Context: an optimization exercise on an open-source flow, tuned for small area, a short achievable clock period and few clock cycles per item. The choices shown serve that exercise and are no tape-out recipe. Only simulation tests tie the RTL to the original design; equivalence was not proved.

==> flow/design.v, too long to show whole: its modules and the start of the top module <==
// module modsq_sq_core: 6496 lines
// module modsq_gp_p2n: 11 lines
// module modsq_gp_n2p: 11 lines
// module modsq_g_p2n: 8 lines
// module modsq_g_n2p: 8 lines
// module modsq_fa: 10 lines
// module modsq_ha: 9 lines
// module modsq_engine: 53 lines
// module modsq_canon: 50 lines
module modsq_engine #(
    parameter int COUNT_WIDTH = 16
) (
    input  logic                   clk,
    input  logic                   reset,
    input  logic                   start,
    input  logic [63:0]            x_in,
    input  logic [COUNT_WIDTH-1:0] count,
    output logic                   busy,
    output logic                   done,
    output logic [63:0]            result
);
  // ...
==> flow/flow/run.sh <==
#!/bin/bash
# The standard layout, with timing repair asked for extra setup margin
# (repair_timing -setup_margin) so that it works on the paths that set the
# achieved period.  Synthesis is the standard one, unchanged.
set -euo pipefail
MARGIN=$(cat flow/margin.txt)
bash standard.sh SETUP_SLACK_MARGIN="$MARGIN" finish > standard_flow.log 2>&1
==> flow/flow/margin.txt <==
19.5
==> flow/standard.sh <==
#!/bin/bash
# synth_recipe.tcl (not shown) runs the flow's synth.tcl, then flattens the netlist and writes it again
# the make line also repeats each setting of config.mk as NAME=value (left out here)
make -C /OpenROAD-flow-scripts/flow DESIGN_CONFIG=/design/flow/config.mk WORK_HOME=/design/flow/orfs CLKGATE_MAP_FILE= SYNTH_SCRIPT=/design/flow/synth_recipe.tcl "${@:-finish}"
==> flow/config.mk <==
export PLATFORM = sky130hd
export DESIGN_NAME = modsq_engine
export DESIGN_NICKNAME = modsq_engine
export VERILOG_FILES = /design/flow/design.v
export SDC_FILE = /design/flow/constraint.sdc
export NUM_CORES = 4
export LEC_CHECK = 0
export CAP_MARGIN = 20
export CORE_MARGIN = 2
export CORE_UTILIZATION = 55
export SLEW_MARGIN = 20
export SYNTH_HIERARCHICAL = 1
==> flow/constraint.sdc <==
create_clock -name core_clock -period 30.0 [get_ports {clk}]
set_input_delay 6.0000 -clock core_clock [delete_from_list [all_inputs] [get_ports {clk}]]
set_output_delay 6.0000 -clock core_clock [all_outputs]
set_load 0.01 [all_outputs]
==> run notes, run 1 <==
- Leading cell types in the layout, fill and taps excluded: 2543 x fa_1, 2242 x nand2_1, 603 x inv_1
- Non-clk buf share: about 4.0%
- CTS Root Cell: clkbuf_16
- Hold path endpoint: cnt_q[2]
- Core Util, Final: roughly three fifths
- Largest net degree at the start of global routing: 74
- Signal buffers: 292
- Outcome: timing/DRC/antenna clean
- Crit. End Element: flop
- Nonclk inv count: 605
- Top Metal Used: met5
- Hold_sp: cnt_q[2]
- Relative slew slack: about 28%
- Die X: 380 um
- Largest cells by area after synthesis: fa_1 65%, nand2_1 11%, buf_2 2.9%
- Register area share after synthesis: under 10%
- Nets: between 9000 and 10000
- I/O pin count: about 150
- Post-CTS resize count: 25
- Antenna Nets Post-Route: 0
- Top Registers: res_q: 66 flops, x_q: 66 flops, cnt_q: 16 flops
- Iter 0 DRT Violations: 7017
- Non-filler cells, final: between 9000 and 10000
- Crit Path Max Fanout: 30
- Synth Flop Type: dfxtp_1
Testbench counts, summed over its fixed seeds: cycles 15,266, jobs 480.
==> inputs of run 2 (changes only) <==
==> flow/flow/margin.txt (replaced) <==
20.5
==> run notes, run 2 <==
- Mapped cell area: 0.0779 mm2 (unchanged)
- Fin crit period: 9.50 ns (was 10.42 ns)
- Clock transition at the registers of the reported paths: 0.09 ns (was 0.07 ns)
- Total grt overflow: 0 (unchanged)
- Setup CP Type: flop to flop (unchanged)
- Worst-Margin Slew: 1.01 ns (was 1.07 ns)
- Final Hold Viols: 0 (unchanged)
- I/O pin count: 149 (unchanged)
- Routability-driven placement congestion ratio: 1.01 (unchanged)
- Top Registers: res_q: 66 flops, x_q: 66 flops, cnt_q: 16 flops (unchanged)
- CTS Root Cell: clkbuf_16 (unchanged)
- Slew Viols, Final: 0 (unchanged)
- Post-Synth XOR/XNOR Area: 1.46% (unchanged)
- DRT Wirelength: 363 mm (was 334 mm)
- Wirelength per Cell: 39.1 um (was 36.9 um)
- Arrival time at the worst endpoint: 9.75 ns (was 10.64 ns)
- Unrepaired setup endpoints after global routing: yes (unchanged)
- Largest cells by area after synthesis: fa_1 65%, nand2_1 11%, buf_2 2.9% (unchanged)
- Source-to-sink clock delay at the later pin of the worst-skew pair: 0.52 ns (was 0.51 ns)
- Mapped Cells: 7308 (unchanged)
- Largest family of logic cells by synthesized area: adder cells (unchanged)
- Post-synth top area share: 65.4% (unchanged)
- Vias in the first global route: 67000 (was 65300)
- Biggest area consumer among synthesized cells: fa_1 (unchanged)
- GRT Util Overall: 50.8% (was 46.6%)
- Worst min path class: flop to flop (unchanged)
- Crit. End Element: flop (unchanged)
- Synth cell types: 67 (unchanged)
- Antenna Nets Post-Route: 0 (unchanged)
- Max_cap viols: 0 (unchanged)
- CTS tree: yes (unchanged)
- Register area share after synthesis: 4.70% (unchanged)
- DR vias/cell: 6.66 (was 6.55)
- Die Y: 380 um (unchanged)
- H-tree depth: 4 (unchanged)
- Synth top cells by count: 2544 x fa_1, 2244 x nand2_1, 604 x inv_1 (unchanged)
- Initial Util: 55.2% (unchanged)
- DRT Pass-1 Iters: 9 (unchanged)
- Num Clock Sinks: 150 (unchanged)
- Leading cell type in the layout, fill and taps excluded: fa_1 (unchanged)
- Synth Flop Type: dfxtp_1 (unchanged)
- #FFs+latches synth: 150 (unchanged)
- Die X: 380 um (unchanged)
- Detail Placement HPWL: 241 mm (unchanged)
- Non-filler cells, final: 9278 (was 9052)
- Adder-cell share of the synthesized area: 67.8% (unchanged)
- Worst setup SP type: flop (unchanged)
- Relative slew slack: 32.1% (was 27.9%)
- Cts hold-fix bufs: 0 (unchanged)
- Post-Syn Area per Cell: 10.7 um2 (unchanged)
- DRC viols: 0 (unchanged)
- Post-synth EDFFs: 66 (unchanged)
- Clock Tree Buf Depth: 2 (unchanged)
- Post-Synth Simple-Gate Area: 13.4% (unchanged)
- Worst Path Required: 30.25 ns (was 30.23 ns)
- Layout cells sized above 1: 15.0% (was 9.57%)
- Area grow syn2layout: 11.2% (was 5.17%)
- Nets: 10100 (was 9919)
- Max Clock Freq: 105 MHz (was 96.0 MHz)
- Setup TNS: 0 ns (unchanged)
- # placed instances: 8990 (unchanged)
- Crit Path Max Fanout: 12 (was 30)
- Leading cell types in the layout, fill and taps excluded: 2470 x fa_1, 2223 x nand2_1, 595 x inv_1 (was 2543 x fa_1, 2242 x nand2_1, 603 x inv_1)
- Fin crit share: 31.7% (was 34.7%)
- Total CTS buffers: 17 (unchanged)
- Largest net degree at the start of global routing: 63 (was 74)
- I/O Buffers: 148 (unchanged)
- Endpoints failing setup: 0 (unchanged)
- Compound-cell area share of the yosys netlist: 4.19% (unchanged)
- Core Region: 0.141 mm2 (unchanged)
- Row Count: 138 (unchanged)
- Die ar.: 0.145 mm2 (unchanged)
- Clk_skew: 0.0408 ns (was 0.0365 ns)
- Most common cell in the netlist: fa_1 (unchanged)
- First-pass GRT wire length: 506 mm (was 471 mm)
- Multiplexer share of the synthesized area: 2.22% (unchanged)
- Initial antenna violation count: 21 (was 12)
- Outcome: timing/DRC/antenna clean (unchanged)
- Fraction of registers with async set/reset: 0% (unchanged)
- Vias post-DR: 61800 (was 59300)
- YS warnings: 8 (unchanged)
- Core Util, Final: 61.4% (was 58.1%)
- Iter 0 DRT Violations: 8197 (was 7017)
==> run 2: cell types whose count changed in the layout (fill, tap and decap cells not counted), sizes merged, moves of 4 or more <==
cell           change
buf              +191
clkdlybuf4s50     -32
bufbuf            +23
dlymetal6s2s      +23
diode              +8
dlygate4sd2        +7
clkbuf             +5
clkinvlp           +4
inv                -4
==> run 2: per-module statistics from Yosys (local to each module, per instance), a selection <==
module,times used,flip-flops and latches,cells inside
modsq_g_n2p,42,0,1
modsq_g_p2n,22,0,1
modsq_gp_n2p,111,0,2
modsq_fa,2544,0,1
modsq_engine,1,150,380
modsq_canon,1,0,393
modsq_gp_p2n,153,0,2
==> run 2: critical path: stages, from the launching register on <==
cell and delay [ns]:
dfxtp_4 0.68, inv_1 0.34, fa_1 0.54, fa_1 0.47, fa_1 0.52, fa_1 0.53, fa_1 0.44, fa_1 0.40
fa_1 0.47, fa_2 0.63, fa_1 0.52, fa_1 0.53, fa_1 0.41, fa_2 0.42, fa_2 0.68, nand2_1 0.20
nor2_4 0.19, nand2_1 0.12, o21ai_2 0.27, a21oi_2 0.17, o21ai_1 0.24, xor2_1 0.17, mux2_4 0.30
==> run 2: cells by family after synthesis <==
logic type	Yosys count
mux	141
buf+inv	1117
compound gates	417
xor+xnor	130
fa+ha+maj	2691
flops	150
simple gates	2661
other cells	1
==> run 2: repair_timing <==
| item | 4_1_cts | 5_1_grt |
|---|---|---|
| endpoints found under the setup margin | 183 | 146 |
| resized for setup | 359 | 226 |
| gates cloned | 26 | 5 |
| endpoints found under the hold margin | 0 | 0 |
| buffers inserted | 161 | 52 |
| pin swaps | 7 | 22 |
==> run 2: path summary, 6_finish.rpt <==
| check | from | end | slack (ns) | cells after the start |
|---|---|---|---|---|
| hold reg to reg | cnt_q[2] | cnt_q[2] | 0.53 | 2 |
| setup reg to reg | x_q[34] | res_q[59] | 20.50 | 22 |
| hold / removal | cnt_q[2] | cnt_q[2] | 0.53 | 2 |
| setup / recovery | x_q[34] | res_q[59] | 20.50 | 22 |
==> run 2: routing by layer <==
layer / vias to the layer above / wire (um) / share of wire (%) / global-route usage (%)
li1: 22000 / - / - / -
met1: 32100 / 125000 / 35 / 64.5
met2: 5885 / 149000 / 41 / 71.0
met3: 1726 / 57300 / 16 / 22.6
met4: 20 / 31400 / 8.7 / 32.8
met5: - / 180 / 0.050 / 0
==> run 2: final cells by class <==
class | count | area, um2
multi-input cells | 6080 | 70400
fillers | 11700 | 54500
repair buffers | 509 | 6940
flip-flops and latches | 150 | 3900
well taps | 1890 | 2360
inverters | 605 | 2300
clock buffers | 17 | 425
clock inverters | 15 | 173
diodes | 12 | 30.0
==> run 2: stage by stage <==
step                      worst slack, ns  area (um2)  hold WS [ns]
after global routing                20.46       86500         0.561
after global placement              19.25       80400         0.504
after detailed placement            19.23       80400         0.517
after floorplan                     21.23       78000         0.485
final                               20.50       86600         0.532
after CTS                           20.41       85100         0.528

## re-timing with driven ports
Ports are ideal in the flow. The routed layouts listed here were re-timed in OpenROAD.
Step 1 (the two cells are an assumption about what drives the block):
set clk [get_ports {clk}]
set_driving_cell -lib_cell sky130_fd_sc_hd__clkbuf_16 $clk
set_driving_cell -lib_cell sky130_fd_sc_hd__buf_2 [delete_from_list [all_inputs] $clk]
Step 2 times the ports against the registers' clock, not the clock port: input delays grow and output delays shrink by t, the midpoint of the rising clock arrivals with the driver on.
Slacks: ideal ports / drivers / drivers and shift; pairs: ideal ports / drivers.
run	t, ns	setup slack, ns	hold WS [ns]
run 1	0.551	19.584 / 19.584 / 19.584	0.533 / 0.533 / 0.533
run 2	0.559	20.500 / 20.500 / 20.500	0.532 / 0.532 / 0.532
After both steps every run listed still meets setup and hold.
